This is an optimization exercise on Yosys and OpenROAD, whose aim is small area, not a production implementation.
In this exercise RTL edits were held to simulation tests only and were not proved equivalent to the original.
Power figures rest on the tool's default switching activity, not on a simulated workload.

==> flow/design.v (excerpt) <==
module trace_retire_buffer #(
    parameter int DEPTH = 8,
    parameter int CNT_W = 16
) (
    input  logic             clk,
    input  logic             rst,
    input  logic             trace_en,
    input  logic             ret_valid,
    input  logic [31:0]      ret_pc,
    input  logic [31:0]      ret_insn,
    input  logic [4:0]       ret_rd_addr,
    input  logic [31:0]      ret_rd_wdata,
    input  logic             trc_ready,
    input  logic             cyc_wr,
    input  logic [31:0]      cyc_wdata,
    input  logic             instret_wr,
    input  logic [63:0]      instret_wdata,
    output logic             trc_valid,
    output logic [31:0]      trc_pc,
    output logic [31:0]      trc_insn,
    output logic [4:0]       trc_rd_addr,
    output logic [31:0]      trc_rd_wdata,
    output logic [31:0]      trc_cycle,
    output logic [2:0]       trc_class,
    output logic [63:0]      instret,
    output logic [CNT_W-1:0] drop_cnt,
    output logic             overflow
);
    localparam int PTR_W = $clog2(DEPTH);
    localparam int ENTRY_W = 32 + 32 + 5 + 32 + 32;   
    localparam logic [2:0] CLS_ALU    = 3'd0;
    localparam logic [2:0] CLS_BRANCH = 3'd1;
    localparam logic [2:0] CLS_JUMP   = 3'd2;
    localparam logic [2:0] CLS_LOAD   = 3'd3;
    localparam logic [2:0] CLS_STORE  = 3'd4;
    localparam logic [2:0] CLS_SYSTEM = 3'd5;
    localparam logic [2:0] CLS_UNK    = 3'd7;
    logic [ENTRY_W-1:0] mem [DEPTH];
    logic [ENTRY_W-1:0] new_e, head;
    logic [PTR_W-1:0]   wr_ptr;            
    logic [DEPTH-1:0]   wr_dec;            
    logic [DEPTH-1:0]   rd_sel;            
    logic               last_push;         
    logic               match;             
    logic [31:0]        cyc;
    logic [63:0]        instret_q;
    logic [CNT_W-1:0]   drop_q;
    logic               overflow_q;
    logic               empty, full, push, pop, drop;
    function automatic logic [2:0] classify(input logic [31:0] insn);
        logic [6:0] op;
        logic [2:0] f3;
        logic [2:0] c;
  ...
Size in the first run: roughly 0.043 mm^2 of cells after synthesis.
==> flow/config.mk <==
export PLATFORM = sky130hd
export DESIGN_NAME = trace_retire_buffer
export DESIGN_NICKNAME = trace_retire_buffer
export VERILOG_FILES = /design/flow/design.v
export SDC_FILE = /design/flow/constraint.sdc
export NUM_CORES = 4
export LEC_CHECK = 0
export CAP_MARGIN = 20
export CORE_MARGIN = 2
export CORE_UTILIZATION = 55
export PLACE_DENSITY = 0.65
export SLEW_MARGIN = 20
export SYNTH_HIERARCHICAL = 1
==> flow/constraint.sdc <==
create_clock -name core_clock -period 5.0 [get_ports {clk}]
set_input_delay 1.0000 -clock core_clock [delete_from_list [all_inputs] [get_ports {clk}]]
set_output_delay 1.0000 -clock core_clock [all_outputs]
set_load 0.01 [all_outputs]
standard.sh (not shown) runs the stock make flow with config.mk's settings and CLKGATE_MAP_FILE= SYNTH_SCRIPT=/design/flow/synth_recipe.tcl, a recipe that flattens the netlist after the stock synthesis.
==> flow/flow/run.sh <==
#!/bin/bash
# Standard ORFS layout (the standard.sh) with two changes: the port
# buffers are sky130_fd_sc_hd__buf_1, and the clock tree uses clkbuf_8
# with larger sink clusters and no dummy loads. Each step logs to its own file.
set -euo pipefail
export BUFFER_PORTS_ARGS="-buffer_cell sky130_fd_sc_hd__buf_1"
export CTS_ARGS="-sink_clustering_enable -repair_clock_nets -dont_use_dummy_load -buf_list sky130_fd_sc_hd__clkbuf_8 -sink_clustering_size 16 -sink_clustering_max_diameter 60"
bash standard.sh synth > synth.log 2>&1
bash standard.sh floorplan > floorplan.log 2>&1
bash standard.sh place > place.log 2>&1
bash standard.sh cts > cts.log 2>&1
bash standard.sh route > route.log 2>&1
bash standard.sh finish > finish.log 2>&1
==> next run, changes <==
--- a/flow/flow/run.sh
+++ b/flow/flow/run.sh
@@ -7 +7 @@
-export CTS_ARGS="-sink_clustering_enable -repair_clock_nets -dont_use_dummy_load -buf_list sky130_fd_sc_hd__clkbuf_8 -sink_clustering_size 16 -sink_clustering_max_diameter 60"
+export CTS_ARGS="-sink_clustering_enable -repair_clock_nets -dont_use_dummy_load -buf_list sky130_fd_sc_hd__clkbuf_8 -sink_clustering_size 18 -sink_clustering_max_diameter 70"
CORE_UTILIZATION = 40   (was 55)
PLACE_DENSITY = 0.6   (was 0.65)
What happened: Setup slack loses 0.18 ns; global-route usage goes down by 5.5 points; non-clock buffer count grows by 19; via count shrinks slightly; register-to-register slack is about the same; power hardly moves; wire length goes up by roughly a tenth; synthesized cell count stays the same; clock power hardly moves; sequential power stays flat.

---

Another version of the RTL of trace_retire_buffer (not shown whole).
Size: ~2500 cells after synthesis, ~420 I/O pins.
Design trace_retire_buffer, start of the top module:
module trace_retire_buffer #(
    parameter int DEPTH = 8,
    parameter int CNT_W = 16
) (
    input  logic             clk,
    input  logic             rst,
    input  logic             trace_en,
    input  logic             ret_valid,
    input  logic [31:0]      ret_pc,
    input  logic [31:0]      ret_insn,
    input  logic [4:0]       ret_rd_addr,
    input  logic [31:0]      ret_rd_wdata,
    input  logic             trc_ready,
    input  logic             cyc_wr,
    input  logic [31:0]      cyc_wdata,
    input  logic             instret_wr,
    input  logic [63:0]      instret_wdata,
    output logic             trc_valid,
    output logic [31:0]      trc_pc,
    output logic [31:0]      trc_insn,
    output logic [4:0]       trc_rd_addr,
    output logic [31:0]      trc_rd_wdata,
    output logic [31:0]      trc_cycle,
    output logic [2:0]       trc_class,
    output logic [63:0]      instret,
    output logic [CNT_W-1:0] drop_cnt,
    output logic             overflow
);
==> flow/config.mk <==
export PLATFORM = sky130hd
export DESIGN_NAME = trace_retire_buffer
export DESIGN_NICKNAME = trace_retire_buffer
export VERILOG_FILES = /design/flow/design.v
export SDC_FILE = /design/flow/constraint.sdc
export NUM_CORES = 4
export LEC_CHECK = 0
export CAP_MARGIN = 20
export CORE_MARGIN = 2
export CORE_UTILIZATION = 40
export PLACE_DENSITY = 0.6
export SLEW_MARGIN = 20
==> flow/constraint.sdc <==
create_clock -name core_clock -period 5.0 [get_ports {clk}]
set_input_delay 1.0000 -clock core_clock [delete_from_list [all_inputs] [get_ports {clk}]]
set_output_delay 1.0000 -clock core_clock [all_outputs]
set_load 0.01 [all_outputs]
run.sh (not shown) runs the stock make flow with config.mk's settings and CLKGATE_MAP_FILE= SYNTH_SCRIPT=/design/flow/synth_recipe.tcl, a recipe that flattens the netlist after the stock synthesis.
Stock flow here: none of the scripts above is used.
Rerun with:
==> flow/flow/run.sh (new file) <==
#!/bin/bash
# Standard ORFS layout (the standard.sh) with two changes: the port
# buffers are sky130_fd_sc_hd__buf_1, and the clock tree uses clkbuf_16
# with larger sink clusters and no dummy loads. Each step logs to its own file.
set -euo pipefail
export BUFFER_PORTS_ARGS="-buffer_cell sky130_fd_sc_hd__buf_1"
export CTS_ARGS="-sink_clustering_enable -repair_clock_nets -dont_use_dummy_load -buf_list sky130_fd_sc_hd__clkbuf_16 -sink_clustering_size 28 -sink_clustering_max_diameter 100"
bash standard.sh synth > synth.log 2>&1
bash standard.sh floorplan > floorplan.log 2>&1
bash standard.sh place > place.log 2>&1
bash standard.sh cts > cts.log 2>&1
bash standard.sh route > route.log 2>&1
bash standard.sh finish > finish.log 2>&1
==> flow/standard.sh (new file) <==
#!/bin/bash
# synth_recipe.tcl (not shown) runs the flow's synth.tcl, then flattens the netlist and writes it again
# the make line also repeats each setting of config.mk as NAME=value (left out here)
make -C /OpenROAD-flow-scripts/flow DESIGN_CONFIG=/design/flow/config.mk WORK_HOME=/design/flow/orfs CLKGATE_MAP_FILE= SYNTH_SCRIPT=/design/flow/synth_recipe.tcl "${@:-finish}"
removed: flow/run.sh
Combinational power falls by about a fifth.
Setup slack improved by 18 ps.
Die area is unchanged.
Core utilization shrinks by 5.1 points.
Global-route usage drops by 0.82 points.
Design area shrinks by roughly a tenth.
Total power is lower by about a fifth.
First-iteration DRC count went down by a few percent.
Routed wire length drops by a few percent.
Sequential share of layout area is higher by 7.2 points.
Clock skew went up by 26 ps.

## afterwards: timing with drivers on the ports
Ports are ideal in the flow. The routed layouts listed here were re-timed in OpenROAD. Step 1 assumes that a clkbuf_16 drives the clock port and a buf_2 every other input. Step 2 also shifts input and output timing later by t, the mid clock arrival at the registers, as if the neighbouring blocks saw the same clock. Three values: ideal ports, drivers, drivers and shift; two values: the first two.
run | t (ns) | slack for setup (ns) | cell pins on the clock port's net
the first run of note 1 | 0.756 | 0.428 / 0.356 / 1.084 | 1
the second run of note 1 | 0.770 | 0.244 / 0.185 / 0.955 | 1
the first run of note 2 | 0.767 | 0.160 / 0.088 / 0.855 | 1
the second run of note 2 | 0.714 | 0.178 / 0.106 / 0.820 | 1
After both steps every run listed still meets setup and hold.
